From an optimization exercise on the open Yosys and OpenROAD flow, aimed at a short achievable clock period; shortcuts taken in it are not production practice.
No functional check of the RTL was part of any run shown here.
Power and IR drop assume default switching activity.

<file path="flow/config.mk">
export PLATFORM = sky130hd
export DESIGN_NAME = cf_checker_top
export DESIGN_NICKNAME = cf_checker_top
export VERILOG_FILES = /design/flow/design.v
export SDC_FILE = /design/flow/constraint.sdc
export NUM_CORES = 4
export LEC_CHECK = 0
export CAP_MARGIN = 20
export CORE_MARGIN = 2
export CORE_UTILIZATION = 40
export SETUP_SLACK_MARGIN = 5.0
export SLEW_MARGIN = 20
export SYNTH_HIERARCHICAL = 1
export SYNTH_MINIMUM_KEEP_SIZE = 0
export TNS_END_PERCENT = 5
</file>
<file path="flow/standard.sh">
#!/bin/bash
# synth_recipe.tcl (not shown) runs the flow's synth.tcl, then flattens the netlist and writes it again
# the make line also repeats each setting of config.mk as NAME=value (left out here)
make -C /OpenROAD-flow-scripts/flow DESIGN_CONFIG=/design/flow/config.mk WORK_HOME=/design/flow/orfs CLKGATE_MAP_FILE= SYNTH_SCRIPT=/design/flow/synth_recipe.tcl "${@:-finish}"
</file>
<file path="flow/constraint.sdc">
create_clock -name core_clock -period 5.6 [get_ports {clk}]
set_input_delay 1.1200 -clock core_clock [delete_from_list [all_inputs] [get_ports {clk}]]
set_output_delay 1.1200 -clock core_clock [all_outputs]
set_load 0.01 [all_outputs]
</file>
<file path="flow/design.v">
`timescale 1ns/1ns
`default_nettype none
package cf_pkg;
   localparam int num_slots   = 2;
   localparam int instr_w     = 32;
   localparam int addr_w      = 32;
   localparam int reg_addr_w  = 5;
   localparam int queue_depth = 4;
   localparam int ptr_w       = 3;    
   localparam int wb_delay    = 2;    
   typedef logic [instr_w-1:0]    instr_t;
   typedef logic [addr_w-1:0]     addr_t;
   typedef logic [reg_addr_w-1:0] reg_addr_t;
   typedef logic [2:0]            isize_t;    
   typedef struct packed {
      instr_t instr;
      addr_t  pc;
      addr_t  next_pc;
      logic   next_pc_valid;    
      logic   taken;
      isize_t isize;
   } cf_entry_t;
   typedef struct packed {
      logic      check;
      reg_addr_t rd;
      addr_t     link;    
   } link_job_t;
   function automatic logic is_branch(input instr_t instr);
      is_branch = instr[6:0] == 7'b1100011;
   endfunction
   function automatic logic is_jal(input instr_t instr);
      is_jal = instr[6:0] == 7'b1101111;
   endfunction
   function automatic logic is_jalr(input instr_t instr);
      is_jalr = instr[6:0] == 7'b1100111;
   endfunction
   function automatic logic is_cf(input instr_t instr);
      is_cf = (instr[6:0] == 7'b1100011) || (instr[6:0] == 7'b1101111) ||
              (instr[6:0] == 7'b1100111);
   endfunction
   function automatic reg_addr_t get_rd(input instr_t instr);
      get_rd = instr[11:7];
   endfunction
   function automatic addr_t dest_offset(input addr_t  pc,
                                         input addr_t  dest,
                                         input instr_t instr,
                                         input logic   taken,
                                         input isize_t isize);
      addr_t offset;
      offset = dest - pc;
      if ((instr[6:0] == 7'b1100011) && !taken)
         offset = offset - addr_t'(isize);
      dest_offset = offset;
   endfunction
endpackage
`default_nettype wire
`timescale 1ns/1ns
`default_nettype none
module cf_add_small #(
   parameter int low = 4
) (
   input  logic [31:0]    a,
   input  logic [low-1:0] b,
   output logic [31:0]    s
);
   logic [low:0] lo;
   assign lo       = {1'b0, a[low-1:0]} + {1'b0, b};
   assign s[low-1:0] = lo[low-1:0];
   for (genvar i = low; i < 32; i++) begin : g_up
      if (i == low) begin : g_first
         assign s[i] = a[i] ^ lo[low];
      end else begin : g_rest
         assign s[i] = a[i] ^ (lo[low] & (&a[i-1:low]));
      end
   end
endmodule
`default_nettype wire
`default_nettype none
module cf_rd_zero (
   input  logic [4:0] rd,
   output logic       z_lo,
   output logic       z_hi
);
   assign z_lo = rd[2:0] == 3'd0;
   assign z_hi = rd[4:3] == 2'd0;
endmodule
`default_nettype wire
`timescale 1ns/1ns
`default_nettype none
module cf_checker_top (
   input  logic                 clk,
   input  logic                 reset_,
   input  logic                 cf_enable,
   input  logic   [cf_pkg::num_slots:1] commit,
   input  cf_pkg::instr_t [cf_pkg::num_slots:1] slot_instr,
   input  cf_pkg::addr_t  [cf_pkg::num_slots:1] slot_pc,
   input  cf_pkg::isize_t [cf_pkg::num_slots:1] slot_isize,
   input  logic   [cf_pkg::num_slots:1] slot_taken,           
   input  logic   [cf_pkg::num_slots:1] slot_is_dup,
   input  logic   [cf_pkg::num_slots:1] slot_received_kill,
   input  logic                 dut_branch_taken,
   input  logic                 rf_write_en,
   input  cf_pkg::reg_addr_t            rf_write_rd,
   input  cf_pkg::addr_t                rf_write_data,
   output logic                 rf_lock,
   output logic                 rf_unlock,
   output logic                 check_done,
   output logic                 err_cf_dest,
   output logic                 err_no_orig,
   output logic                 err_link
);
   logic        c1, found, is_dup, any_commit;
   logic        push, save;
   logic [31:0] ev_instr, ev_pc;
   logic [2:0]  ev_isize;
   logic        ev_taken, ev_isbr;
   logic [2:1]        br, lk, cf, tk, fall, link;
   logic [2:1][3:0]   lo;
   logic [2:1][31:3]  inc;
   logic [2:1][31:0]  g;
   for (genvar s = 1; s <= 2; s++) begin : g_slot
      assign br[s]   = slot_instr[s][6:0] == 7'b1100011;
      assign lk[s]   = (slot_instr[s][6:0] == 7'b1101111) || (slot_instr[s][6:0] == 7'b1100111);
      assign cf[s]   = br[s] || lk[s];
      assign tk[s]   = slot_is_dup[s] ? (dut_branch_taken || slot_received_kill[s])
                                      : slot_taken[s];
      assign fall[s] = br[s] && !tk[s];
      assign link[s] = lk[s] && (slot_instr[s][11:7] != 5'd0);
      assign lo[s]   = {1'b0, slot_pc[s][2:0]} + {1'b0, slot_isize[s]};
      assign inc[s][3] = ~slot_pc[s][3];
      for (genvar i = 4; i < 32; i++) begin : g_inc
         assign inc[s][i] = slot_pc[s][i] ^ (&slot_pc[s][i-1:3]);
      end
      assign g[s][2:0]  = fall[s] ? lo[s][2:0] : slot_pc[s][2:0];
      assign g[s][31:3] = (fall[s] && lo[s][3]) ? inc[s] : slot_pc[s][31:3];
   end
   assign c1         = commit[1] && cf[1];           
   assign found      = c1 || (commit[2] && cf[2]);
   assign is_dup     = c1 ? slot_is_dup[1] : slot_is_dup[2];
   assign any_commit = commit[1] || commit[2];
   assign push       = cf_enable && found && !is_dup;
   assign save       = cf_enable && found && is_dup;
   assign ev_instr = c1 ? slot_instr[1] : slot_instr[2];
   assign ev_pc    = c1 ? slot_pc[1]    : slot_pc[2];
   assign ev_isize = c1 ? slot_isize[1] : slot_isize[2];
   assign ev_taken = c1 ? tk[1] : tk[2];
   assign ev_isbr  = c1 ? br[1] : br[2];
   logic [31:0] q_instr [0:3];
   logic [31:0] q_g     [0:3];
   logic [31:0] q_npc   [0:3];
   logic        q_taken [0:3];
   logic [4:0]  occ;             
   logic        need_patch;      
   logic        held, empty, compare, pop, patch;
   logic [3:0]  wsel, psel;      
   logic [31:0] ev_g;
   assign empty   = occ[0];
   assign compare = held && any_commit;
   assign pop     = compare && !empty;
   assign patch   = any_commit && need_patch;
   for (genvar i = 0; i < 4; i++) begin : g_sel
      assign wsel[i] = push  && (pop ? occ[i+1] : occ[i]);
      if (i < 3) begin : g_p
         assign psel[i] = patch && (pop ? occ[i+2] : occ[i+1]);
      end else begin : g_p3
         assign psel[i] = patch && !pop && occ[4];
      end
   end
   assign ev_g = c1 ? g[1] : g[2];
   always_ff @(posedge clk) begin
      for (int i = 0; i < 4; i++) begin
         if (wsel[i]) begin
            q_instr[i] <= ev_instr;
            q_g[i]     <= ev_g;
            q_npc[i]   <= slot_pc[2];
            q_taken[i] <= ev_taken;
         end else begin
            if (pop && i < 3) begin
               q_instr[i] <= q_instr[i+1];
               q_g[i]     <= q_g[i+1];
               q_npc[i]   <= q_npc[i+1];
               q_taken[i] <= q_taken[i+1];
            end
            if (psel[i])
               q_npc[i] <= slot_pc[1];
         end
      end
   end
   always_ff @(posedge clk) begin
      if (!reset_) begin
         occ        <= 5'b00001;
         need_patch <= 1'b0;
      end else begin
         if (push && !pop)      occ <= {occ[3:0], 1'b0};
         else if (pop && !push) occ <= {1'b0, occ[4:1]};
         if (any_commit) need_patch <= push && !(c1 && commit[2]);
      end
   end
   logic [31:0] d_instr, d_g;
   logic        d_taken, d_isbr;
   always_ff @(posedge clk) begin
      if (!reset_)   held <= 1'b0;
      else if (save) held <= 1'b1;
      else if (compare) held <= 1'b0;
   end
   always_ff @(posedge clk) begin
      if (save) begin
         d_instr <= ev_instr;
         d_g     <= ev_g;
         d_taken <= ev_taken;
         d_isbr  <= ev_isbr;
      end
   end
   logic mism;    
   assign mism = (q_instr[0] != d_instr) || (d_isbr && (q_taken[0] != d_taken));
   logic [31:0] ps, pc2, px, cin_need, cout;
   logic [31:0] ok;
   assign ps  = q_npc[0] ^ ~q_g[0] ^ d_g;
   assign pc2 = {((q_npc[0] & ~q_g[0]) | (q_npc[0] & d_g) | (~q_g[0] & d_g)), 1'b1};
   assign px  = ps ^ pc2;
   assign cin_need = px ^ slot_pc[1];
   assign cout     = (ps & pc2) | (px & ~slot_pc[1]);
   assign ok[0]    = ~cin_need[0];
   for (genvar i = 1; i < 32; i++) begin : g_ok
      assign ok[i] = cin_need[i] == cout[i-1];
   end
   logic       e_mism;
   logic [3:0] e_off;
   always_ff @(posedge clk) begin
      if (!reset_) begin
         check_done  <= 1'b0;
         err_no_orig <= 1'b0;
         e_mism      <= 1'b0;
         e_off       <= '0;
      end else begin
         check_done  <= compare;
         err_no_orig <= compare && empty;
         e_mism      <= pop && mism;
         for (int q = 0; q < 4; q++)
            e_off[q] <= pop && !(&ok[8*q +: 8]);
      end
   end
   assign err_cf_dest = e_mism || (|e_off);
   logic        j0_v, j1_v;
   logic [4:0]  j0_rd, j1_rd;
   logic [31:0] j0_pc, j1_link;
   logic [2:0]  j0_isize;
   logic [31:0] j0_link;
   cf_add_small #(.low(3)) u_add_link (.a(j0_pc), .b(j0_isize), .s(j0_link));
   always_ff @(posedge clk) begin
      if (!reset_) begin
         j0_v <= 1'b0;
         j1_v <= 1'b0;
      end else begin
         j0_v <= cf_enable && (c1 ? link[1] : (commit[2] && link[2]));
         j1_v <= j0_v;
      end
   end
   always_ff @(posedge clk) begin
      j0_rd    <= ev_instr[11:7];
      j0_pc    <= ev_pc;
      j0_isize <= ev_isize;
      j1_rd    <= j0_rd;
      j1_link  <= j0_link;
   end
   logic rd_z_lo, rd_z_hi;
   cf_rd_zero u_rd_zero (.rd(rf_write_rd), .z_lo(rd_z_lo), .z_hi(rd_z_hi));
   assign rf_lock   = j1_v && rf_write_en && !(rd_z_lo && rd_z_hi);
   assign rf_unlock = rf_write_en && !rf_lock;
   always_ff @(posedge clk) begin
      if (!reset_)
         err_link <= 1'b0;
      else
         err_link <= j1_v && (!rf_write_en || (rf_write_rd != j1_rd) ||
                              (rf_write_data != j1_link));
   end
endmodule
`default_nettype wire
</file>
<file path="flow/flow/run.sh">
#!/bin/bash
# Standard ORFS layout with faster port buffers and unrestricted timing repair.
# Each tool's full output stays in orfs/logs; this script's own log is flow_run.log.
set -uo pipefail
exec > flow_run.log 2>&1
bash standard.sh \
   BUFFER_PORTS_ARGS="-buffer_cell sky130_fd_sc_hd__buf_4" \
   MATCH_CELL_FOOTPRINT=0 \
   finish
</file>
==> results_dict.tcl, run 1 <==
set metrics [dict create \
    start_util 0.403 \
    fp-row-count 95 \
    grt_pass1_vias 19553 \
    via_per_inst 5.64 \
    ys_warn_count 11 \
    synthCells 2329 \
    startpoint "slot_pc[3]" \
    critPathLaunchType "input pin" \
    grt_first_pass_wirelength_um 128000 \
    drtIter0Drc 2196 \
    timing.final.ws_setup_ns 2.66 \
    ff_latch_area_um2 15500 \
    port_buffers 189 \
    fmax_mhz 341 \
    critPathCapture "q_g[1][18]" \
    drv_slew 0 \
    critPathKind "input pin to register" \
    rr_worst_depth 7 \
    cts_buffer_depth 3 \
    clk_pin_slew_ns 0.06 \
    synth_flop_cell "edfxtp_1" \
    cp_slowest_cell "or4_4" \
    setup_viol 0 \
    die_w_um 264 \
    leakage_nw 12.8 \
    nets 2875 \
    status "timing/DRC/antenna clean" \
    crit_chain "buf_4 -> ha_1 -> and3_2 -> o2111ai_2 -> or4_4 -> o21a_1 -> nor3_4 -> buf_6 -> o31ai_4" \
    area_growth_syn_to_layout_pct 28.0 \
    place_ws_ns 1.33 \
    die_area_um2 69700 \
    whs_path_depth 1 \
    wl_per_cell_um 26.0 \
    core-area_um2 67000 \
    r2r_start "d_g[29]" \
    vias 19912 \
    r2r_end "e_off[3]" \
    worstSetupEndpointType "register" \
    dr.pass1.iters 5 \
    cp_max_fo 8 \
    synth_edf_count 454 \
    max_stage_delay_ns 0.60 \
    slew_headroom 0.396 \
    synth_cell_types 62 \
    overflow 0 \
    cts_sinks 548 \
    grt_util_all_layers 0.249 \
    post-route-min-period_ns 2.94 \
    insertion_delay_ns 0.62 \
    hpwlAfterDp_um 49700 \
    cts_tree "done" \
    setup_tns_ns 0 \
    synth_most_common_cell "nand2_1" \
    critPathRequiredTime_ns 5.95 \
    synthTopCellsByArea "edfxtp_1, nand2_1, dfxtp_1, fa_1, mux2i_1" \
    mappedNetlistNets 2599 \
    drc 0 \
    hp-class "register to register" \
    die_h_um 264 \
    multi_input_area_um2 12100 \
    clock-root-buffer "clkbuf_16" \
    finalHoldViolCount 0 \
    peakVddDrop_uv 223 \
    cts_buffers 57 \
    avgSynthCellArea_um2 11.6 \
    synth-async-reset-ratio 0 \
    htreeDepth 2 \
    r2r_slack_ns 2.77 \
    netlist_area_um2 27000 \
    wl_um 91700 \
    seq_area_frac_synth 0.574 \
    grt_antenna_before_repair 5 \
    period_share 0.524 \
    gp_congestion 0.876 \
    drive_above_1_share 0.276 \
    n_fill_cell 5730 \
    ys_seq_elements 548 \
    synth_top_area_cell "edfxtp_1" \
    tightest_slew_ns 0.905 \
    arrival_ns 3.28 \
    max_cap_viol_count 0 \
    rsz0062_at_grt "true" \
    synth_top_area_share 0.504 \
    power_density_nw_per_um2 257 \
    pin_count 190 \
    ant_nets 0 \
    fin_worst_skew_ns 0.0250 \
    synth_common_cells "nand2_1, edfxtp_1, o21ai_0" \
    grt_max_degree 63 \
]
layer usage:
metal / GRT usage / wire length (um) / vias up
met5: 0 / 13 / -
met4: 0.0920 / 3660 / 2
met3: 0.0397 / 7370 / 186
met2: 0.406 / 43200 / 919
met1: 0.336 / 37500 / 10032
li1: - / - / 8773
how the worst min path moves through the flow:
stage	start	to	slack, ns
floorplan	j0_rd[0]	j1_rd[0]	0.31
global placement	j0_pc[31]	j1_link[31]	0.43
detailed placement	j0_pc[31]	j1_link[31]	0.44
CTS	j0_pc[31]	j1_link[31]	0.44
global route	j0_rd[4]	j1_rd[4]	0.45
finish	j0_pc[31]	j1_link[31]	0.43
per-module statistics from Yosys, one instance, submodules excluded, a selection:
| module | area (um^2) | flip-flops and latches |
|---|---|---|
| cf_checker_top | 26400 | 548 |
| cf_rd_zero | 13.8 | 0 |
what timing repair did:
| action | 4_1_cts | 5_1_grt |
|---|---|---|
| pin swaps | 52 | 37 |
| gates resized for setup | 183 | 130 |
| endpoints found under the setup margin | 1003 | 1003 |
| hold buffers | 0 | 0 |
| setup buffers | 36 | 44 |
| endpoints found under the hold margin | 0 | 0 |
| gates cloned | 49 | 16 |
cell usage in the layout, fill, tap and decap left out, drive strengths merged, types with 15 or more instances in the layout:
cell and instances:
ha 22, nand2 564, fa 64, nor2 37
o31ai 42, buf 311, nand4 40, nor4 39
nand3 32, mux2i 128, edfxtp 454, clkinv 21
dfxtp 94, clkbuf 96, o21ai 136, mux2 101
inv 119, and3 15, nor3 48, xor2 63
xnor2 93, or3 15
metrics by stage:
step	utilization	hold slack, ns	cells	area [um^2]	power [W]
finish	0.516	0.434	3528	34600	0.00890
CTS	0.496	0.440	3465	33300	0.00890
floorplan	-	0.310	2329	27300	0.00477
global route	0.516	0.445	3526	34600	0.00912
global placement	0.439	0.432	3274	29400	0.00503
detailed placement	0.439	0.436	3274	29400	0.00504
state kept, by name, indices dropped and copies added, names as in the netlist, 3 cells and up:
signal	flops
q_g	128
q_instr	128
q_npc	128
d_g	32
d_instr	32
j0_pc	32
j1_link	32
j0_rd	5
j1_rd	5
occ	5
e_off	4
q_taken	4
j0_isize	3
final cells by class:
cell class / count / area share
Antenna cell: 3 / 0.000217
Clock buffer: 73 / 0.0479
Clock inverter: 33 / 0.00731
Inverter: 113 / 0.0124
Multi-Input combinational cell: 1551 / 0.350
Sequential cell: 548 / 0.448
Tap cell: 873 / 0.0316
Timing Repair Buffer: 334 / 0.102
cell families after synthesis:
kind of cell,Yosys count,synth area share
AO/OA/AOI/OAI,230,0.0512
XOR/XNOR,156,0.0508
adder cells (fa/ha/maj),86,0.0576
buffers and inverters,258,0.0374
flip-flops,548,0.574
multiplexers,229,0.0895
AND/OR/NAND/NOR,822,0.140
where the power goes:
part	leakage, nW	switching (W)	total [W]	internal (W)
clock network	0.956	0.00165	0.00388	0.00223
logic	6.95	0.000328	0.000568	0.000240
registers	4.87	0.0000316	0.00445	0.00441
total	12.8	0.00201	0.00890	0.00689
worst max-delay path: cells and delay by family:
| kind | cells | cell delay [ns] |
|---|---|---|
| adder cells (fa/ha/maj) | 1 | 0.18 |
| AO/OA/AOI/OAI | 3 | 0.66 |
| AND/OR/NAND/NOR | 3 | 1.00 |
| buffers and inverters | 2 | 0.30 |
==> inputs of run 2 (changes only) <==
--- a/flow/config.mk
+++ b/flow/config.mk
@@ -5,11 +5,11 @@
 export SDC_FILE = /design/flow/constraint.sdc
 export NUM_CORES = 4
 export LEC_CHECK = 0
-export CAP_MARGIN = 20
+export CAP_MARGIN = 50
 export CORE_MARGIN = 2
 export CORE_UTILIZATION = 40
 export SETUP_SLACK_MARGIN = 5.0
-export SLEW_MARGIN = 20
+export SLEW_MARGIN = 70
 export SYNTH_HIERARCHICAL = 1
 export SYNTH_MINIMUM_KEEP_SIZE = 0
 export TNS_END_PERCENT = 5
==> run 2 against run 1 <==
Still clean on timing, DRC and antenna. First-iteration DRC count down 9.8%. Final cell count up 1.2%. Sequential cell count is the same. Worst setup slack improved by 0.035 ns.
==> results_dict.tcl, run 2 <==
set metrics [dict create \
    power_density_nw_per_um2 252 \
    timing.final.ws_setup_ns 2.70 \
    drive_above_1_share 0.295 \
    critPathRequiredTime_ns 6.04 \
    insertion_delay_ns 0.62 \
    clock-root-buffer "clkbuf_16" \
    synth_top_area_cell "edfxtp_1" \
    drtIter0Drc 1980 \
    synth_most_common_cell "nand2_1" \
    peakVddDrop_uv 220 \
    p_comb_frac 0.067 \
    cts_hold_buf 0 \
    leakage_nw 13.1 \
    cts_tree "done" \
    post-route-min-period_ns 2.90 \
    p_clk_frac 0.436 \
    cp_max_fo 7 \
    drv_slew 0 \
    setup_viol 0 \
    ys_warn_count 11 \
    final_cells 3569 \
    avgSynthCellArea_um2 11.6 \
    switchingPower_w 0.00201 \
    die_h_um 264 \
    synthTopCellsByArea "edfxtp_1, nand2_1, dfxtp_1, fa_1, mux2i_1" \
    p_sw_frac 0.224 \
    critPathLaunchType "input pin" \
    ys_seq_elements 548 \
    synth-async-reset-ratio 0 \
    area_growth_syn_to_layout_pct 31.4 \
    dp.cells 3301 \
    stdcell_area_um2 35500 \
    p_total_w 0.00894 \
    drc 0 \
    synth_top_area_share 0.504 \
    grt_util_all_layers 0.233 \
    synth_edf_count 454 \
    tightest_slew_ns 0.513 \
    setup_tns_ns 0 \
    cts_buffers 58 \
    gp_congestion 0.876 \
    dr.pass1.iters 5 \
    cts_buffer_depth 3 \
    via_per_inst 5.60 \
    sequentialPowerShare 0.498 \
    worstSetupEndpointType "register" \
    overflow 0 \
    synth_cell_types 62 \
    rsz0062_at_grt "true" \
    seq_area_frac_synth 0.574 \
    grt_pass1_vias 19529 \
    layout_common_cells "nand2_1, edfxtp_1, buf_4" \
    ant_nets 0 \
    synth_common_cells "nand2_1, edfxtp_1, o21ai_0" \
    synth_flop_cell "edfxtp_1" \
    fp-row-count 95 \
    port_buffers 189 \
    r2r_slack_ns 3.09 \
    wl_per_cell_um 24.9 \
    max_cap_viol_count 0 \
    nets 2916 \
    fin_worst_skew_ns 0.0169 \
    wl_um 89000 \
    cts_sinks 548 \
    slew_headroom 0.658 \
    synthCells 2329 \
    place_area_um2 30200 \
    core-area_um2 67000 \
    start_util 0.403 \
    vias 19982 \
    mappedNetlistNets 2599 \
    netlist_area_um2 27000 \
    place_ws_ns 1.38 \
    reg_top3 "q_g: 128 flops, q_instr: 128 flops, q_npc: 128 flops" \
    htreeDepth 2 \
    hpwlAfterDp_um 52400 \
    period_share 0.518 \
    layout_commonest_cell "nand2_1" \
    grt_max_degree 56 \
    fmax_mhz 345 \
    internal-power_w 0.00693 \
    arrival_ns 3.34 \
    die_w_um 264 \
    pin_count 190 \
    die_area_um2 69700 \
    hp-class "register to register" \
    critPathKind "input pin to register" \
    grt_first_pass_wirelength_um 122000 \
    clk_pin_slew_ns 0.06 \
    grt_antenna_before_repair 3 \
    status "timing/DRC/antenna clean" \
    finalHoldViolCount 0 \
]
[run 2: cell counts after synthesis]
Identical to the previous run, type by type.
[run 2: Yosys stat by module, one instance, submodules excluded, excerpt]
| module | area, um^2 | flip-flops and latches | copies in the design |
|---|---|---|---|
| cf_checker_top | 26400 | 548 | 1 |
| cf_rd_zero | 13.8 | 0 | 1 |
[run 2: final cells by class]
| class | count | area, um^2 |
|---|---|---|
| Inverter | 113 | 427 |
| Antenna cell | 1 | 2.50 |
| Fill cell | 5605 | 31500 |
| Sequential cell | 548 | 15500 |
| Clock inverter | 28 | 224 |
| Multi-Input combinational cell | 1530 | 12000 |
| Timing Repair Buffer | 395 | 4580 |
| Tap cell | 873 | 1090 |
| Clock buffer | 81 | 1700 |
[run 2: timing repair]
action / in CTS / in global routing
endpoints found under the setup margin: 1003 / 1003
gates resized for setup: 109 / 194
setup buffers: 56 / 45
pin swaps: 20 / 74
gates cloned: 23 / 34
[run 2: per-layer routing]
| metal | global-route usage | vias up | wire length [um] |
|---|---|---|---|
| met1 | 0.303 | 10036 | 35900 |
| met3 | 0.0340 | 212 | 6660 |
| met2 | 0.390 | 892 | 42500 |
| met4 | 0.0966 | 2 | 3940 |
| met5 | 0 | - | 8 |
| li1 | - | 8840 | - |
[run 2: power groups by stage]
| stage | sequential, W | clock [W] | combinational (W) |
|---|---|---|---|
| after CTS | 0.00445 | 0.00394 | 0.000540 |
| after global placement | 0.00453 | 0 | 0.000494 |
| after detailed placement | 0.00453 | 0 | 0.000519 |
| final | 0.00445 | 0.00389 | 0.000597 |
| after floorplan | 0.00452 | 0 | 0.000251 |
| after global routing | 0.00445 | 0.00409 | 0.000634 |
[run 2: stage by stage]
step | utilization | hold WS, ns
global placement | 0.439 | 0.432
floorplan | - | 0.310
global route | 0.530 | 0.445
detailed placement | 0.450 | 0.437
CTS | 0.501 | 0.437
finish | 0.530 | 0.431
[run 2: critical path: stages]
cell and delay, ns:
buf_6 0.12, nor2b_4 0.13, nor4b_4 0.31, buf_4 0.20, mux2_4 0.37, or3_4 0.55
clkbuf_16 0.24, o31ai_2 0.27
[run 2: cell families (layout without fill, tap and decap cells)]
family | after synthesis | count (layout) | share of synthesized area
flops | 548 | 548 | 0.574
compound gates | 230 | 230 | 0.0512
xor+xnor | 156 | 156 | 0.0508
simple gates | 822 | 829 | 0.140
mux | 229 | 229 | 0.0895
fa+ha+maj | 86 | 86 | 0.0576
other cells | 0 | 1 | 0
buf+inv | 258 | 617 | 0.0374
[run 2: final timing paths]
check,to,start,cells past startpoint
hold / removal,j1_link[31],j0_pc[31],1
setup reg to reg,q_npc[2][24],held,9
hold reg to reg,j1_link[31],j0_pc[31],1
setup / recovery,q_g[2][30],slot_instr[3],8
==> inputs of run 3 (changes only) <==
--- a/flow/design.v
+++ b/flow/design.v
@@ -56,6 +56,18 @@
 `default_nettype wire
 `timescale 1ns/1ns
 `default_nettype none
+module cf_inc_hi (
+   input  logic [31:3] a,
+   output logic [31:3] s
+);
+   assign s[3] = ~a[3];
+   for (genvar i = 4; i < 32; i++) begin : g_inc
+      assign s[i] = a[i] ^ (&a[i-1:3]);
+   end
+endmodule
+`default_nettype wire
+`timescale 1ns/1ns
+`default_nettype none
 module cf_add_small #(
    parameter int low = 4
 ) (
@@ -127,10 +139,7 @@
       assign fall[s] = br[s] && !tk[s];
       assign link[s] = lk[s] && (slot_instr[s][11:7] != 5'd0);
       assign lo[s]   = {1'b0, slot_pc[s][2:0]} + {1'b0, slot_isize[s]};
-      assign inc[s][3] = ~slot_pc[s][3];
-      for (genvar i = 4; i < 32; i++) begin : g_inc
-         assign inc[s][i] = slot_pc[s][i] ^ (&slot_pc[s][i-1:3]);
-      end
+      cf_inc_hi u_inc (.a(slot_pc[s][31:3]), .s(inc[s]));
       assign g[s][2:0]  = fall[s] ? lo[s][2:0] : slot_pc[s][2:0];
       assign g[s][31:3] = (fall[s] && lo[s][3]) ? inc[s] : slot_pc[s][31:3];
    end
@@ -224,23 +233,26 @@
    for (genvar i = 1; i < 32; i++) begin : g_ok
       assign ok[i] = cin_need[i] == cout[i-1];
    end
-   logic       e_mism;
-   logic [3:0] e_off;
+   logic e_mism, e_pop;
+   logic [3:0] e_off_ne;
    always_ff @(posedge clk) begin
       if (!reset_) begin
          check_done  <= 1'b0;
          err_no_orig <= 1'b0;
          e_mism      <= 1'b0;
-         e_off       <= '0;
+         e_pop       <= 1'b0;
       end else begin
          check_done  <= compare;
          err_no_orig <= compare && empty;
          e_mism      <= pop && mism;
-         for (int q = 0; q < 4; q++)
-            e_off[q] <= pop && !(&ok[8*q +: 8]);
-      end
-   end
-   assign err_cf_dest = e_mism || (|e_off);
+         e_pop       <= pop;
+      end
+   end
+   always_ff @(posedge clk) begin
+      for (int q = 0; q < 4; q++)
+         e_off_ne[q] <= !(&ok[8*q +: 8]);
+   end
+   assign err_cf_dest = e_mism || (e_pop && (|e_off_ne));
    logic        j0_v, j1_v;
    logic [4:0]  j0_rd, j1_rd;
    logic [31:0] j0_pc, j1_link;
--- a/flow/config.mk
+++ b/flow/config.mk
@@ -5,11 +5,11 @@
 export SDC_FILE = /design/flow/constraint.sdc
 export NUM_CORES = 4
 export LEC_CHECK = 0
-export CAP_MARGIN = 50
+export CAP_MARGIN = 20
 export CORE_MARGIN = 2
 export CORE_UTILIZATION = 40
 export SETUP_SLACK_MARGIN = 5.0
-export SLEW_MARGIN = 70
+export SLEW_MARGIN = 20
 export SYNTH_HIERARCHICAL = 1
 export SYNTH_MINIMUM_KEEP_SIZE = 0
 export TNS_END_PERCENT = 5
==> run 3 against run 2 <==
Synthesized cell count up 0.90%. First-iteration DRC count rose by 13%. Cell area decreased by 0.29%. Hold slack worse by 0.11 ns. Combinational power increased by 3%. Sequential power about the same. Sequential cell count up 1. Global-route usage shrank 0.47 points. Critical path depth down 5. Largest power group unchanged.
==> results_dict.tcl, run 3 <==
set metrics [dict create \
    status "timing/DRC/antenna clean" \
    peakVddDrop_uv 232 \
    via_per_inst 5.77 \
    die_area_um2 73700 \
    hold_end "j1_rd[3]" \
    reg_top3 "q_g: 128 flops, q_instr: 128 flops, q_npc: 128 flops" \
    hold_start "j0_rd[3]" \
    die_h_um 272 \
    max_cap_viol_count 0 \
    synth_edf_count 454 \
    overflow 0 \
    r2r_end "q_npc[1][26]" \
    wl_um 91500 \
    vias 20692 \
    drc 0 \
    whs_path_depth 0 \
    dr.pass1.iters 6 \
    clk_pin_slew_ns 0.06 \
    max_stage_delay_ns 0.47 \
    fp-row-count 98 \
    mappedNetlistNets 2620 \
    leakage_nw 12.9 \
    r2r_slack_ns 2.95 \
    cts_buffer_depth 3 \
    port_buffers 189 \
    critPathLaunchType "register" \
    crit_chain "o41ai_4 -> nand2b_1 -> buf_6" \
    start_util 0.403 \
    area_growth_syn_to_layout_pct 23.7 \
    ant_nets 0 \
    synth-compound-area-share 0.0770 \
    place_ws_ns 0.821 \
    use_met2 0.378 \
    hpwlAfterDp_um 51000 \
    tightest_slew_ns 1.12 \
    ys_warn_count 11 \
    ys_seq_elements 549 \
    r2r_start "held" \
    fin_worst_skew_ns 0.0379 \
    period_share 0.531 \
    synthTopCellsByArea "edfxtp_1, dfxtp_1, mux2_2, o31ai_1, fa_1" \
    cp_slowest_cell "o41ai_4" \
    synth_top_family_by_area "simple AND/OR/NAND/NOR gates" \
    nets 2859 \
    synth_top_area_cell "edfxtp_1" \
    avgSynthCellArea_um2 12.2 \
    core-area_um2 71100 \
    wl_per_cell_um 25.5 \
    timing.final.ws_setup_ns 2.63 \
    finalHoldViolCount 0 \
    p_comb_frac 0.069 \
    synth_flop_cell "edfxtp_1" \
    setup_tns_ns 0 \
    insertion_delay_ns 0.65 \
    cts_buffers 57 \
    drv_slew 0 \
    cp_max_fo 1 \
    layout_commonest_cell "edfxtp_1" \
    rr_worst_depth 6 \
    netlist_area_um2 28600 \
    switchingPower_w 0.00207 \
    worstSetupEndpointType "output pin" \
    grt_max_degree 84 \
    synth_most_common_cell "edfxtp_1" \
    synth_mux_area_frac 0.113 \
    post-route-min-period_ns 2.97 \
    cts_sinks 549 \
    clock-root-buffer "clkbuf_16" \
    grt_antenna_before_repair 1 \
    synth_cell_types 66 \
    synth-async-reset-ratio 0 \
    synth_fa_ha_area_frac 0.0544 \
    p_clk_frac 0.433 \
    met1_usage 0.304 \
    gr-usage-met3 0.0379 \
    critPathRequiredTime_ns 4.48 \
    pin_count 190 \
    slew_headroom 0.250 \
    layout_common_cells "edfxtp_1, buf_4, nand2_1" \
    synth_xor_area_frac 0.0559 \
    critPathKind "register to output pin" \
    synth-simple-area-share 0.115 \
    cts_tree "done" \
    drtIter0Drc 2238 \
    gp_congestion 0.851 \
    htreeDepth 2 \
    sequentialPowerShare 0.499 \
    synth_common_cells "edfxtp_1, nand2_1, o31ai_1" \
    setup_viol 0 \
    seq_area_frac_synth 0.543 \
    synthCells 2350 \
    drive_above_1_share 0.265 \
    internal-power_w 0.00687 \
    rsz0062_at_grt "true" \
    p_sw_frac 0.232 \
    synth_top_area_share 0.476 \
    hp-class "register to register" \
    arrival_ns 1.85 \
    power_density_nw_per_um2 252 \
    die_w_um 272 \
    grt_first_pass_wirelength_um 128000 \
    grt_util_all_layers 0.228 \
    fmax_mhz 336 \
    grt_pass1_vias 20402 \
    grt.busiest_layer "met2" \
]
## run 3: area by class of cell
class / count / area, um^2
Antenna cell: 1 / 2.50
Multi-Input combinational cell: 1542 / 12800
Fill cell: 6160 / 35700
Clock buffer: 83 / 1650
Inverter: 111 / 417
Clock inverter: 22 / 260
Tap cell: 950 / 1190
Sequential cell: 549 / 15500
Timing Repair Buffer: 328 / 3610
## run 3: power by group through the flow
stage / Sequential (W) / Clock (W) / Combinational, W
after global routing: 0.00446 / 0.00407 / 0.000661
after CTS: 0.00446 / 0.00392 / 0.000574
final: 0.00446 / 0.00387 / 0.000616
after global placement: 0.00454 / 0 / 0.000541
after detailed placement: 0.00455 / 0 / 0.000549
after floorplan: 0.00453 / 0 / 0.000257
## run 3: per-module statistics from Yosys (local to each module, per instance), a selection
module | flops+latches | area, um^2
cf_rd_zero | 0 | 13.8
cf_inc_hi | 0 | 524
cf_checker_top | 549 | 26900
## run 3: routing by layer
layer	part of all wire	up-vias	wire, um
li1	-	9132	-
met1	0.40	10339	36900
met2	0.48	1046	43500
met3	0.082	175	7550
met4	0.038	0	3480
met5	0	-	0
## run 3: kinds of logic (layout without fill, tap and decap cells)
kind of cell / Yosys count / count (layout)
AO/OA/AOI/OAI: 332 / 332
flip-flops: 549 / 549
XOR/XNOR: 182 / 182
other: 0 / 1
multiplexers: 280 / 280
buffers and inverters: 267 / 544
AND/OR/NAND/NOR: 654 / 662
adder cells (fa/ha/maj): 86 / 86
## run 3: critical path, delay by kind of cell, from the launching register on
family / cells / cell delay [ns]
DFF: 1 / 0.33
buffers and inverters: 1 / 0.18
AOI/OAI and AO/OA: 1 / 0.47
and+or+nand+nor: 1 / 0.23
## run 3: how the worst max path moves through the flow
stage                             start              to  slack (ns)
after floorplan           slot_instr[4]     q_npc[0][0]        1.44
after global placement    slot_instr[4]       q_g[2][0]        0.93
after detailed placement  slot_instr[4]  q_instr[2][19]        0.82
after CTS                   e_off_ne[0]     err_cf_dest        2.58
after global routing        e_off_ne[1]     err_cf_dest        2.61
final                       e_off_ne[1]     err_cf_dest        2.63
## run 3: per-stage QoR
stage / instances / hold slack (ns) / util / total power, W / cell area [um^2]
after floorplan: 2350 / 0.310 / - / 0.00479 / 28700
after global placement: 3369 / 0.313 / 0.435 / 0.00509 / 30900
after detailed placement: 3369 / 0.312 / 0.435 / 0.00509 / 30900
after CTS: 3532 / 0.326 / 0.476 / 0.00895 / 33900
after global routing: 3585 / 0.336 / 0.498 / 0.00919 / 35400
final: 3586 / 0.326 / 0.498 / 0.00894 / 35400
## run 3: repair_timing
item                        CTS  global route
buffers inserted             36            30
pin swaps                    13            31
resized for setup            91           179
setup endpoints to repair  1004          1004
hold buffers                  0             0
cloned                       22            23
==> inputs of run 4 (changes only) <==
--- a/flow/design.v
+++ b/flow/design.v
@@ -56,18 +56,6 @@
 `default_nettype wire
 `timescale 1ns/1ns
 `default_nettype none
-module cf_inc_hi (
-   input  logic [31:3] a,
-   output logic [31:3] s
-);
-   assign s[3] = ~a[3];
-   for (genvar i = 4; i < 32; i++) begin : g_inc
-      assign s[i] = a[i] ^ (&a[i-1:3]);
-   end
-endmodule
-`default_nettype wire
-`timescale 1ns/1ns
-`default_nettype none
 module cf_add_small #(
    parameter int low = 4
 ) (
@@ -90,11 +78,13 @@
 `default_nettype none
 module cf_rd_zero (
    input  logic [4:0] rd,
-   output logic       z_lo,
-   output logic       z_hi
+   output logic       z01,
+   output logic       z23,
+   output logic       z4
 );
-   assign z_lo = rd[2:0] == 3'd0;
-   assign z_hi = rd[4:3] == 2'd0;
+   assign z01 = rd[1:0] == 2'd0;
+   assign z23 = rd[3:2] == 2'd0;
+   assign z4  = !rd[4];
 endmodule
 `default_nettype wire
 `timescale 1ns/1ns
@@ -139,7 +129,10 @@
       assign fall[s] = br[s] && !tk[s];
       assign link[s] = lk[s] && (slot_instr[s][11:7] != 5'd0);
       assign lo[s]   = {1'b0, slot_pc[s][2:0]} + {1'b0, slot_isize[s]};
-      cf_inc_hi u_inc (.a(slot_pc[s][31:3]), .s(inc[s]));
+      assign inc[s][3] = ~slot_pc[s][3];
+      for (genvar i = 4; i < 32; i++) begin : g_inc
+         assign inc[s][i] = slot_pc[s][i] ^ (&slot_pc[s][i-1:3]);
+      end
       assign g[s][2:0]  = fall[s] ? lo[s][2:0] : slot_pc[s][2:0];
       assign g[s][31:3] = (fall[s] && lo[s][3]) ? inc[s] : slot_pc[s][31:3];
    end
@@ -275,9 +268,9 @@
       j1_rd    <= j0_rd;
       j1_link  <= j0_link;
    end
-   logic rd_z_lo, rd_z_hi;
-   cf_rd_zero u_rd_zero (.rd(rf_write_rd), .z_lo(rd_z_lo), .z_hi(rd_z_hi));
-   assign rf_lock   = j1_v && rf_write_en && !(rd_z_lo && rd_z_hi);
+   logic rd_z01, rd_z23, rd_z4;
+   cf_rd_zero u_rd_zero (.rd(rf_write_rd), .z01(rd_z01), .z23(rd_z23), .z4(rd_z4));
+   assign rf_lock   = j1_v && rf_write_en && !(rd_z01 && rd_z23 && rd_z4);
    assign rf_unlock = rf_write_en && !rf_lock;
    always_ff @(posedge clk) begin
       if (!reset_)
==> run 4 against run 3 <==
Still clean on timing, DRC and antenna. Hold slack better by 0.11 ns. Final cell count fell by 3.0%. Power fell by 0.86%.
==> results_dict.tcl, run 4 <==
set metrics [dict create \
    gp_congestion 0.879 \
    tightest_slew_ns 0.887 \
    status "timing/DRC/antenna clean" \
    netlist_area_um2 27400 \
    final_cells 3480 \
    sequentialPowerShare 0.503 \
    layout_common_cells "edfxtp_1, nand2_1, buf_4" \
    setup_viol 0 \
    max_cap_viol_count 0 \
    nets 2825 \
    cts_tree "done" \
    fmax_mhz 334 \
    port_buffers 189 \
    crit_chain "o41ai_4 -> nand2b_1 -> buf_4" \
    reg_top3 "q_g: 128 flops, q_instr: 128 flops, q_npc: 128 flops" \
    cts_buffers 58 \
    hpwlAfterDp_um 47100 \
    synth_cell_types 75 \
    grt_util_all_layers 0.216 \
    grt_pass1_vias 18126 \
    max_stage_delay_ns 0.49 \
    core-area_um2 67500 \
    peakVddDrop_uv 260 \
    overflow 0 \
    clk_pin_slew_ns 0.07 \
    switchingPower_w 0.00206 \
    grt_first_pass_wirelength_um 115000 \
    hp-class "register to register" \
    synthCells 2277 \
    synth_top_area_cell "edfxtp_1" \
    dp.cells 3217 \
    n_fill_cell 5780 \
    slew_headroom 0.405 \
    setup_tns_ns 0 \
    fp-row-count 95 \
    power_density_nw_per_um2 257 \
    leakage_nw 13.0 \
    die_area_um2 70600 \
    p_comb_frac 0.064 \
    cts_sinks 549 \
    critPathRequiredTime_ns 4.48 \
    drc 0 \
    critPathLaunchType "register" \
    drv_slew 0 \
    p_clk_frac 0.433 \
    worstSetupEndpointType "output pin" \
    die_h_um 266 \
    met1_usage 0.306 \
    mappedNetlistNets 2547 \
    gr-usage-met3 0.0355 \
    synth_common_cells "edfxtp_1, nand2_1, mux2i_1" \
    use_met2 0.342 \
    synth-async-reset-ratio 0 \
    wl_per_cell_um 25.4 \
    avgSynthCellArea_um2 12.0 \
    vias 19630 \
    dr.pass1.iters 6 \
    ys_warn_count 11 \
    synth_most_common_cell "edfxtp_1" \
    cp_slowest_cell "o41ai_4" \
    die_w_um 266 \
    finalHoldViolCount 0 \
    grt.busiest_layer "met2" \
    synth_top_area_share 0.498 \
    ant_nets 0 \
    drtIter0Drc 2150 \
    grt_antenna_before_repair 4 \
    rsz0062_at_grt "true" \
    via_per_inst 5.64 \
    layout_commonest_cell "edfxtp_1" \
    r2r_slack_ns 3.06 \
    synth_flop_cell "edfxtp_1" \
    cts_buffer_depth 3 \
    period_share 0.534 \
    p_total_w 0.00886 \
    cp_max_fo 1 \
    fin_worst_skew_ns 0.0443 \
    seq_area_frac_synth 0.567 \
    htreeDepth 2 \
    clock-root-buffer "clkbuf_16" \
    post-route-min-period_ns 2.99 \
    internal-power_w 0.00681 \
    drive_above_1_share 0.284 \
    insertion_delay_ns 0.66 \
    grt_max_degree 75 \
    synth_edf_count 454 \
    ys_seq_elements 549 \
    pin_count 190 \
    p_sw_frac 0.232 \
    start_util 0.406 \
    critPathKind "register to output pin" \
    synthTopCellsByArea "edfxtp_1, dfxtp_1, nand2_1, mux2i_1, fa_1" \
    wl_um 88200 \
    arrival_ns 1.87 \
    area_growth_syn_to_layout_pct 26.0 \
]
## run 4: critical path, delay by kind of cell (launching register included)
| kind | cells | cell delay, ns |
|---|---|---|
| buffers and inverters | 1 | 0.20 |
| DFF | 1 | 0.34 |
| AOI/OAI and AO/OA | 1 | 0.49 |
| and+or+nand+nor | 1 | 0.23 |
## run 4: cells by family after synthesis
kind of cell | Yosys count | synth area share
XOR/XNOR | 156 | 0.0502
AO/OA/AOI/OAI | 224 | 0.0491
adder cells (fa/ha/maj) | 86 | 0.0568
multiplexers | 261 | 0.106
buffers and inverters | 261 | 0.0414
flip-flops | 549 | 0.567
AND/OR/NAND/NOR | 740 | 0.130
## run 4: modules after synthesis, one instance, submodules excluded, a selection
module / copies in the design / area [um^2] / cells / flops+latches
cf_rd_zero: 1 / 11.3 / 3 / 0
cf_checker_top: 1 / 26700 / 2191 / 549
## run 4: final cells by class
type                    instances  area [um^2]  area share
multi-input cells            1473        11600       0.337
clock inverters                31          278     0.00805
well taps                     873         1090      0.0317
repair inverters                2         18.8    0.000544
diodes                          2         5.00    0.000145
repair buffers                354         3840       0.111
inverters                     117          454      0.0132
clock buffers                  79         1640      0.0476
flip-flops and latches        549        15500       0.450
## run 4: final timing paths
path | from | end | cells after the start
max | e_off_ne[2] | err_cf_dest | 3
min | j0_pc[31] | j1_link[31] | 1
max reg2reg | held | q_g[1][14] | 7
min reg2reg | j0_pc[31] | j1_link[31] | 1
## run 4: metrics by stage
stage                     area (um^2)  worst slack (ns)  utilization  hold WS, ns
final                           34500              2.61        0.511        0.433
after global routing            34500              2.61        0.511        0.442
after CTS                       32300              2.67        0.478        0.437
after detailed placement        29500              1.40        0.437        0.423
after global placement          29500              1.46        0.437        0.427
after floorplan                 27400              1.81            -        0.310
## run 4: metal layers
| layer | vias up | share of wire | wire length [um] |
|---|---|---|---|
| li1 | 8614 | - | - |
| met1 | 9728 | 0.41 | 35800 |
| met2 | 1095 | 0.46 | 41000 |
| met3 | 191 | 0.093 | 8170 |
| met4 | 2 | 0.037 | 3280 |
| met5 | - | 0.00017 | 15 |
## run 4: power by group through the flow
stage | registers (W) | logic, W | clock network [W]
2_1_floorplan | 0.00453 | 0.000262 | 0
3_3_place_gp | 0.00454 | 0.000490 | 0
3_5_place_dp | 0.00454 | 0.000501 | 0
4_1_cts | 0.00445 | 0.000508 | 0.00389
5_1_grt | 0.00445 | 0.000610 | 0.00405
6_report | 0.00445 | 0.000569 | 0.00384
## run 4: repair_timing
action                                  in CTS  in global routing
endpoints found under the setup margin    1006               1006
cloned                                      17                 40
buffers inserted                            27                 67
pin swaps                                   12                 32
hold buffers                                 0                  0
gates resized for setup                     63                208
==> inputs of run 5 (changes only) <==
--- a/flow/design.v
+++ b/flow/design.v
@@ -56,6 +56,38 @@
 `default_nettype wire
 `timescale 1ns/1ns
 `default_nettype none
+module cf_slot_decode (
+   input  logic [31:0] instr,
+   input  logic        is_dup,
+   input  logic        taken,
+   input  logic        received_kill,
+   input  logic        dut_branch_taken,
+   output logic        br,       
+   output logic        cf,       
+   output logic        tk,       
+   output logic        fall,     
+   output logic        link      
+);
+   logic lk;
+   assign br   = instr[6:0] == 7'b1100011;
+   assign lk   = (instr[6:0] == 7'b1101111) || (instr[6:0] == 7'b1100111);
+   assign cf   = br || lk;
+   assign tk   = is_dup ? (dut_branch_taken || received_kill) : taken;
+   assign fall = br && !tk;
+   assign link = lk && (instr[11:7] != 5'd0);
+endmodule
+module cf_inc_hi (
+   input  logic [31:3] a,
+   output logic [31:3] s
+);
+   assign s[3] = ~a[3];
+   for (genvar i = 4; i < 32; i++) begin : g_inc
+      assign s[i] = a[i] ^ (&a[i-1:3]);
+   end
+endmodule
+`default_nettype wire
+`timescale 1ns/1ns
+`default_nettype none
 module cf_add_small #(
    parameter int low = 4
 ) (
@@ -78,13 +110,11 @@
 `default_nettype none
 module cf_rd_zero (
    input  logic [4:0] rd,
-   output logic       z01,
-   output logic       z23,
-   output logic       z4
-);
-   assign z01 = rd[1:0] == 2'd0;
-   assign z23 = rd[3:2] == 2'd0;
-   assign z4  = !rd[4];
+   output logic       z_lo,
+   output logic       z_hi
+);
+   assign z_lo = rd[2:0] == 3'd0;
+   assign z_hi = rd[4:3] == 2'd0;
 endmodule
 `default_nettype wire
 `timescale 1ns/1ns
@@ -116,23 +146,25 @@
    logic [31:0] ev_instr, ev_pc;
    logic [2:0]  ev_isize;
    logic        ev_taken, ev_isbr;
-   logic [2:1]        br, lk, cf, tk, fall, link;
+   logic [2:1]        br, cf, tk, fall, link;
    logic [2:1][3:0]   lo;
    logic [2:1][31:3]  inc;
    logic [2:1][31:0]  g;
    for (genvar s = 1; s <= 2; s++) begin : g_slot
-      assign br[s]   = slot_instr[s][6:0] == 7'b1100011;
-      assign lk[s]   = (slot_instr[s][6:0] == 7'b1101111) || (slot_instr[s][6:0] == 7'b1100111);
-      assign cf[s]   = br[s] || lk[s];
-      assign tk[s]   = slot_is_dup[s] ? (dut_branch_taken || slot_received_kill[s])
-                                      : slot_taken[s];
-      assign fall[s] = br[s] && !tk[s];
-      assign link[s] = lk[s] && (slot_instr[s][11:7] != 5'd0);
-      assign lo[s]   = {1'b0, slot_pc[s][2:0]} + {1'b0, slot_isize[s]};
-      assign inc[s][3] = ~slot_pc[s][3];
-      for (genvar i = 4; i < 32; i++) begin : g_inc
-         assign inc[s][i] = slot_pc[s][i] ^ (&slot_pc[s][i-1:3]);
-      end
+      cf_slot_decode u_dec (
+         .instr            (slot_instr[s]),
+         .is_dup           (slot_is_dup[s]),
+         .taken            (slot_taken[s]),
+         .received_kill    (slot_received_kill[s]),
+         .dut_branch_taken (dut_branch_taken),
+         .br               (br[s]),
+         .cf               (cf[s]),
+         .tk               (tk[s]),
+         .fall             (fall[s]),
+         .link             (link[s])
+      );
+      cf_inc_hi u_inc (.a(slot_pc[s][31:3]), .s(inc[s]));
+      assign lo[s]      = {1'b0, slot_pc[s][2:0]} + {1'b0, slot_isize[s]};
       assign g[s][2:0]  = fall[s] ? lo[s][2:0] : slot_pc[s][2:0];
       assign g[s][31:3] = (fall[s] && lo[s][3]) ? inc[s] : slot_pc[s][31:3];
    end
@@ -268,9 +300,9 @@
       j1_rd    <= j0_rd;
       j1_link  <= j0_link;
    end
-   logic rd_z01, rd_z23, rd_z4;
-   cf_rd_zero u_rd_zero (.rd(rf_write_rd), .z01(rd_z01), .z23(rd_z23), .z4(rd_z4));
-   assign rf_lock   = j1_v && rf_write_en && !(rd_z01 && rd_z23 && rd_z4);
+   logic rd_z_lo, rd_z_hi;
+   cf_rd_zero u_rd_zero (.rd(rf_write_rd), .z_lo(rd_z_lo), .z_hi(rd_z_hi));
+   assign rf_lock   = j1_v && rf_write_en && !(rd_z_lo && rd_z_hi);
    assign rf_unlock = rf_write_en && !rf_lock;
    always_ff @(posedge clk) begin
       if (!reset_)
--- a/flow/config.mk
+++ b/flow/config.mk
@@ -8,8 +8,8 @@
 export CAP_MARGIN = 20
 export CORE_MARGIN = 2
 export CORE_UTILIZATION = 40
-export SETUP_SLACK_MARGIN = 5.0
+export SETUP_SLACK_MARGIN = 2.9
 export SLEW_MARGIN = 20
 export SYNTH_HIERARCHICAL = 1
 export SYNTH_MINIMUM_KEEP_SIZE = 0
-export TNS_END_PERCENT = 5
+export TNS_END_PERCENT = 30
==> run 5 against run 4 <==
Count of clock-buffer cells in the layout is 2 lower. Sequential power is essentially flat. Register-to-register slack improved by 0.11 ns. Sequential cell count stayed put.
==> results_dict.tcl, run 5 <==
set metrics [dict create \
    status "timing/DRC/antenna clean" \
    wl_met2_um 39700 \
    critPathLaunchType "register" \
    reg_top3 "q_g: 128 flops, q_instr: 128 flops, q_npc: 128 flops" \
    arrival_ns 1.79 \
    worstSetupEndpointType "output pin" \
    power_density_nw_per_um2 269 \
    ant_nets 0 \
    netlist_area_um2 27100 \
    setup_tns_ns 0 \
    mappedNetlistNets 2655 \
    pin_count 190 \
    clock-root-buffer "clkbuf_16" \
    grt_util_all_layers 0.220 \
    slew_headroom 0.392 \
    ys_seq_elements 549 \
    grt_first_pass_wirelength_um 117000 \
    die_h_um 264 \
    hold_end "j1_rd[2]" \
    hold_ws_ns 0.325 \
    die_area_um2 69900 \
    overflow 0 \
    max_stage_delay_ns 0.42 \
    dr.pass1.iters 6 \
    whs_path_depth 0 \
    grt_antenna_before_repair 3 \
    cp_max_fo 1 \
    port_buffers 189 \
    tightest_slew_ns 0.903 \
    clk_pin_slew_ns 0.07 \
    insertion_delay_ns 0.64 \
    period_share 0.519 \
    cts_tree "done" \
    wl_per_cell_um 23.4 \
    cts_sinks 549 \
    fin_util 0.494 \
    r2r_end "err_link" \
    drv_slew 0 \
    ys_warn_count 11 \
    fmax_mhz 344 \
    synth-async-reset-ratio 0 \
    fp-row-count 95 \
    start_util 0.404 \
    nets 2913 \
    rsz0062_at_grt "true" \
    grt_pass1_vias 18863 \
    hold_start "j0_rd[2]" \
    critPathKind "register to output pin" \
    finalHoldViolCount 0 \
    gp_congestion 0.816 \
    seq_area_frac_synth 0.572 \
    place_area_um2 29500 \
    cts_buffer_depth 3 \
    grt_max_degree 103 \
    post-route-min-period_ns 2.91 \
    synthTopCellsByArea "edfxtp_1, dfxtp_1, nand2_1, mux2i_1, fa_1" \
    cp_slowest_cell "o41ai_4" \
    synth_most_common_cell "nand2_1" \
    cts_hold_buf 0 \
    n_fill_cell 5834 \
    synth_top_area_share 0.502 \
    rr_worst_depth 5 \
    drc 0 \
    r2r_start "j1_rd[0]" \
    wl_met3_um 6640 \
    hpwlAfterDp_um 49000 \
    core-area_um2 67200 \
    synthCells 2385 \
    vias 19366 \
    layout_commonest_cell "edfxtp_1" \
    r2r_slack_ns 3.17 \
    critPathRequiredTime_ns 4.48 \
    drt-met1-wl_um 35400 \
    drtIter0Drc 1975 \
    fin_worst_skew_ns 0.0318 \
    max_cap_viol_count 0 \
    die_w_um 264 \
    synth_top_area_cell "edfxtp_1" \
    via_per_inst 5.43 \
    synth_edf_count 454 \
    stdcell_area_um2 33100 \
    leakage_nw 13.3 \
    cts_buffers 57 \
    area_growth_syn_to_layout_pct 22.2 \
    wl_um 83600 \
    htreeDepth 2 \
    multi_input_area_um2 10900 \
    crit_chain "o41ai_4 -> nand2b_1 -> buf_6" \
    peakVddDrop_uv 264 \
    synth_common_cells "nand2_1, edfxtp_1, o21ai_0" \
    highest_layer "met5" \
    ff_latch_area_um2 15500 \
    setup_viol 0 \
    synth_cell_types 71 \
    drive_above_1_share 0.211 \
    hp-class "register to register" \
    layout_common_cells "edfxtp_1, nand2_1, buf_4" \
    avgSynthCellArea_um2 11.4 \
    synth_flop_cell "edfxtp_1" \
]
## run 5: metal layers
layer | GRT usage | vias up
met1 | 0.306 | 9649
met5 | 0 | -
li1 | - | 8803
met4 | 0.0496 | 2
met2 | 0.366 | 799
met3 | 0.0328 | 113
## run 5: logic make-up after synthesis
| family | share of synthesized area |
|---|---|
| and+or+nand+nor | 0.114 |
| AOI/OAI and AO/OA | 0.0838 |
| adders and majority gates | 0.0574 |
| muxes | 0.0681 |
| buffers and inverters | 0.0474 |
| DFF | 0.572 |
| xor gates and xnor gates | 0.0564 |
## run 5: layout make-up
class | count | area share
flip-flops and latches | 549 | 0.469
repair buffers | 308 | 0.0896
clock buffers | 77 | 0.0513
inverters | 191 | 0.0221
clock inverters | 31 | 0.00732
repair inverters | 1 | 0.000226
diodes | 1 | 0.0000755
multi-input cells | 1535 | 0.328
well taps | 873 | 0.0330
## run 5: worst max path at each step
stage                  start  slack [ns]     endpoint
2_1_floorplan  slot_instr[1]        1.93    q_g[3][0]
3_3_place_gp   slot_instr[4]        1.40   q_g[3][26]
3_5_place_dp   slot_instr[4]        1.26   q_g[3][26]
4_1_cts          e_off_ne[1]        2.69  err_cf_dest
5_1_grt          e_off_ne[1]        2.67  err_cf_dest
6_report         e_off_ne[1]        2.69  err_cf_dest
## run 5: modules after synthesis, one instance, submodules excluded, excerpt
module          times used  cell area [um^2]  flops+latches
cf_checker_top           1             25300            549
cf_inc_hi                2               512              0
cf_slot_decode           2              61.3              0
cf_rd_zero               1              13.8              0
## run 5: repair_timing
item                                    4_1_cts  5_1_grt
endpoints found under the setup margin      784      682
gates resized for setup                      91      153
pin swaps                                    23       50
setup buffers                                43       26
cloned                                       13       18
## run 5: power by group
part / internal [W] / leakage, nW / switching (W) / total (W)
Sequential: 0.00442 / 4.87 / 0.0000302 / 0.00445
Combinational: 0.000235 / 7.50 / 0.000319 / 0.000555
Clock: 0.00223 / 0.957 / 0.00168 / 0.00391
Total: 0.00689 / 13.3 / 0.00203 / 0.00892
## run 5: worst max-delay path, delay by kind of cell, from the launching register on
kind | cells | cell delay (ns)
simple gates | 1 | 0.24
flops | 1 | 0.33
compound gates | 1 | 0.42
buf+inv | 1 | 0.18
## run 5: stage by stage
| step | std cells | setup WS [ns] | power, W |
|---|---|---|---|
| floorplan | 2385 | 1.93 | 0.00476 |
| global placement | 3357 | 1.40 | 0.00505 |
| detailed placement | 3357 | 1.26 | 0.00506 |
| CTS | 3521 | 2.69 | 0.00894 |
| global route | 3566 | 2.67 | 0.00917 |
| finish | 3566 | 2.69 | 0.00892 |
==> inputs of run 6 (changes only) <==
--- a/flow/config.mk
+++ b/flow/config.mk
@@ -8,8 +8,8 @@
 export CAP_MARGIN = 20
 export CORE_MARGIN = 2
 export CORE_UTILIZATION = 40
-export SETUP_SLACK_MARGIN = 2.9
+export SETUP_SLACK_MARGIN = 5.0
 export SLEW_MARGIN = 20
 export SYNTH_HIERARCHICAL = 1
 export SYNTH_MINIMUM_KEEP_SIZE = 0
-export TNS_END_PERCENT = 30
+export TNS_END_PERCENT = 5
==> run 6 against run 5 <==
Largest power group unchanged. Sequential power barely moved. Via count increased by 6.3%. Clock power up 3%. Cell area is 3.6% higher. Critical path depth unchanged. Wire length is 17% higher. Register-to-register slack got worse by 0.09 ns. Non-clock buffer count rose by 21. Critical endpoint unchanged.
==> results_dict.tcl, run 6 <==
set metrics [dict create \
    status "timing/DRC/antenna clean" \
    synth_common_cells "nand2_1, edfxtp_1, o21ai_0" \
    r2r_start "occ[0]" \
    period_share 0.523 \
    drtIter0Drc 2559 \
    synth_edf_count 454 \
    netlist_area_um2 27100 \
    drc 0 \
    cp_max_fo 1 \
    grt_antenna_before_repair 7 \
    wl_um 97400 \
    worstSetupEndpointType "output pin" \
    arrival_ns 1.81 \
    wl_per_cell_um 27.1 \
    final_cells 3593 \
    hpwlAfterDp_um 48400 \
    seq_area_frac_synth 0.572 \
    cts_hold_buf 0 \
    port_buffers 189 \
    die_h_um 264 \
    synth_cell_types 71 \
    critPathCapture "err_cf_dest" \
    cp_slowest_cell "o41ai_4" \
    cts_sinks 549 \
    overflow 0 \
    reg_top3 "q_g: 128 flops, q_instr: 128 flops, q_npc: 128 flops" \
    core-area_um2 67200 \
    peakVddDrop_uv 245 \
    synth_top_area_share 0.502 \
    clock-root-buffer "clkbuf_16" \
    dr.pass1.iters 6 \
    ant_nets 0 \
    cts_buffer_depth 3 \
    grt_pass1_vias 19300 \
    cts_buffers 57 \
    die_w_um 264 \
    avgSynthCellArea_um2 11.4 \
    synth_top_area_cell "edfxtp_1" \
    tightest_slew_ns 0.798 \
    slew_headroom 0.468 \
    nets 2941 \
    post-route-min-period_ns 2.93 \
    rr_worst_depth 7 \
    synthTopCellsByArea "edfxtp_1, dfxtp_1, nand2_1, mux2i_1, fa_1" \
    gp_congestion 0.820 \
    startpoint "e_off_ne[2]" \
    area_growth_syn_to_layout_pct 26.6 \
    finalHoldViolCount 0 \
    synthCells 2385 \
    vias 20586 \
    max_stage_delay_ns 0.44 \
    critPathRequiredTime_ns 4.48 \
    crit_chain "o41ai_4 -> nand2b_1 -> buf_6" \
    r2r_end "q_npc[3][0]" \
    synth_flop_cell "edfxtp_1" \
    setup_tns_ns 0 \
    r2r_slack_ns 3.08 \
    ys_warn_count 11 \
    grt_first_pass_wirelength_um 118000 \
    ys_seq_elements 549 \
    grt_max_degree 101 \
    hp-class "register to register" \
    via_per_inst 5.73 \
    power_density_nw_per_um2 264 \
    drive_above_1_share 0.236 \
    rsz0062_at_grt "true" \
    layout_commonest_cell "edfxtp_1" \
    start_util 0.404 \
    leakage_nw 13.7 \
    synth_most_common_cell "nand2_1" \
    grt_util_all_layers 0.223 \
    setup_viol 0 \
    critPathKind "register to output pin" \
    layout_common_cells "edfxtp_1, nand2_1, buf_4" \
    drv_slew 0 \
    cts_tree "done" \
    critPathLaunchType "register" \
    clk_pin_slew_ns 0.06 \
    htreeDepth 2 \
    pin_count 190 \
    n_fill_cell 5696 \
    insertion_delay_ns 0.66 \
    mappedNetlistNets 2655 \
    fmax_mhz 341 \
    fp-row-count 95 \
    synth-async-reset-ratio 0 \
    dp.cells 3355 \
    die_area_um2 69900 \
    fin_worst_skew_ns 0.0251 \
    max_cap_viol_count 0 \
]
-- run 6: cell counts after synthesis --
No cell type changed its count.
-- run 6: routing by layer --
layer	track usage	routed length, um	vias to the layer above
li1	-	-	8916
met3	0.0343	11000	292
met4	0.0674	4840	8
met5	0	62	-
met2	0.382	45100	1220
met1	0.293	36400	10150
-- run 6: worst min path at each step --
stage,endpoint,from,cells past startpoint
finish,j1_rd[3],j0_rd[3],0
global route,j1_rd[3],j0_rd[3],0
CTS,j1_rd[3],j0_rd[3],0
detailed placement,j1_rd[3],j0_rd[3],0
global placement,j1_rd[1],j0_rd[1],0
floorplan,j1_rd[0],j0_rd[0],0
-- run 6: layout make-up --
| cell class | instances | area, um^2 | area share |
|---|---|---|---|
| well taps | 873 | 1090 | 0.0318 |
| repair buffers | 329 | 3730 | 0.109 |
| repair inverters | 1 | 7.51 | 0.000219 |
| inverters | 191 | 723 | 0.0211 |
| clock inverters | 36 | 465 | 0.0136 |
| clock buffers | 71 | 1500 | 0.0436 |
| flip-flops and latches | 549 | 15500 | 0.452 |
| diodes | 1 | 2.50 | 0.0000729 |
| multi-input cells | 1542 | 11300 | 0.329 |
-- run 6: modules after synthesis, one instance, submodules excluded, a selection --
module / times used / cell area [um^2] / cells / flops+latches
cf_inc_hi: 2 / 512 / 67 / 0
cf_slot_decode: 2 / 61.3 / 12 / 0
cf_rd_zero: 1 / 13.8 / 2 / 0
cf_checker_top: 1 / 25300 / 2142 / 549
-- run 6: power breakdown --
group | internal, W | leakage, nW | switching [W] | total, W
combinational | 0.000236 | 7.91 | 0.000326 | 0.000563
clock | 0.00233 | 0.937 | 0.00171 | 0.00404
sequential | 0.00442 | 4.87 | 0.0000325 | 0.00445
-- run 6: critical path, delay by kind of cell, from the launching register on --
kind,cells,cell delay [ns]
DFF,1,0.32
buffers and inverters,1,0.18
AOI/OAI and AO/OA,1,0.44
and+or+nand+nor,1,0.23
-- run 6: cells by family after synthesis --
family | Yosys count | share of synthesized area
AND/OR/NAND/NOR | 694 | 0.114
adder cells (fa/ha/maj) | 86 | 0.0574
multiplexers | 169 | 0.0681
buffers and inverters | 308 | 0.0474
XOR/XNOR | 174 | 0.0564
flip-flops | 549 | 0.572
AO/OA/AOI/OAI | 405 | 0.0838
-- run 6: what timing repair did --
action | 4_1_cts | 5_1_grt
pin swaps | 14 | 79
setup buffers | 27 | 29
endpoints found under the setup margin | 1004 | 1004
cloned | 18 | 56
gates resized for setup | 63 | 297
-- run 6: per-stage QoR --
step	utilization	instance area, um^2	worst slack (ns)	total power, W	hold WS, ns
after floorplan	-	27200	1.92	0.00476	0.310
final	0.511	34300	2.67	0.00905	0.327
after CTS	0.479	32200	2.65	0.00904	0.327
after detailed placement	0.439	29500	0.966	0.00506	0.312
after global placement	0.439	29500	1.06	0.00505	0.314
after global routing	0.511	34300	2.65	0.00928	0.335

afterwards: timing with drivers on the ports:
How much do the figures lean on ideal ports? The routed layouts below were timed once more, with nothing changed but the port constraints. Step 1 sets driving cells, clkbuf_16 on the clock port and buf_2 on the other inputs (assumed; they add their load-dependent delay and slew). Step 2 also shifts input and output timing later by t, the mid clock arrival at the registers, as if the neighbouring blocks saw the same clock. Slacks: ideal / step 1 / step 2; pairs: ideal / step 1.
| run | shift t [ns] | setup slack, ns | worst setup path after step 2 |
|---|---|---|---|
| run 1 | 0.674 | 2.664 / 2.696 / 2.022 | input to register |
| run 2 | 0.678 | 2.700 / 2.726 / 2.049 | input to register |
| run 3 | 0.698 | 2.626 / 2.560 / 1.992 | input to register |
| run 4 | 0.696 | 2.607 / 2.548 / 2.004 | input to register |
| run 5 | 0.692 | 2.694 / 2.626 / 2.023 | input to register |
| run 6 | 0.708 | 2.670 / 2.607 / 1.941 | input to register |
After both steps every run listed still meets setup and hold. The setup slack of run 6, which loses most, moves by -0.063 ns with the drivers and by -0.729 ns with both steps.
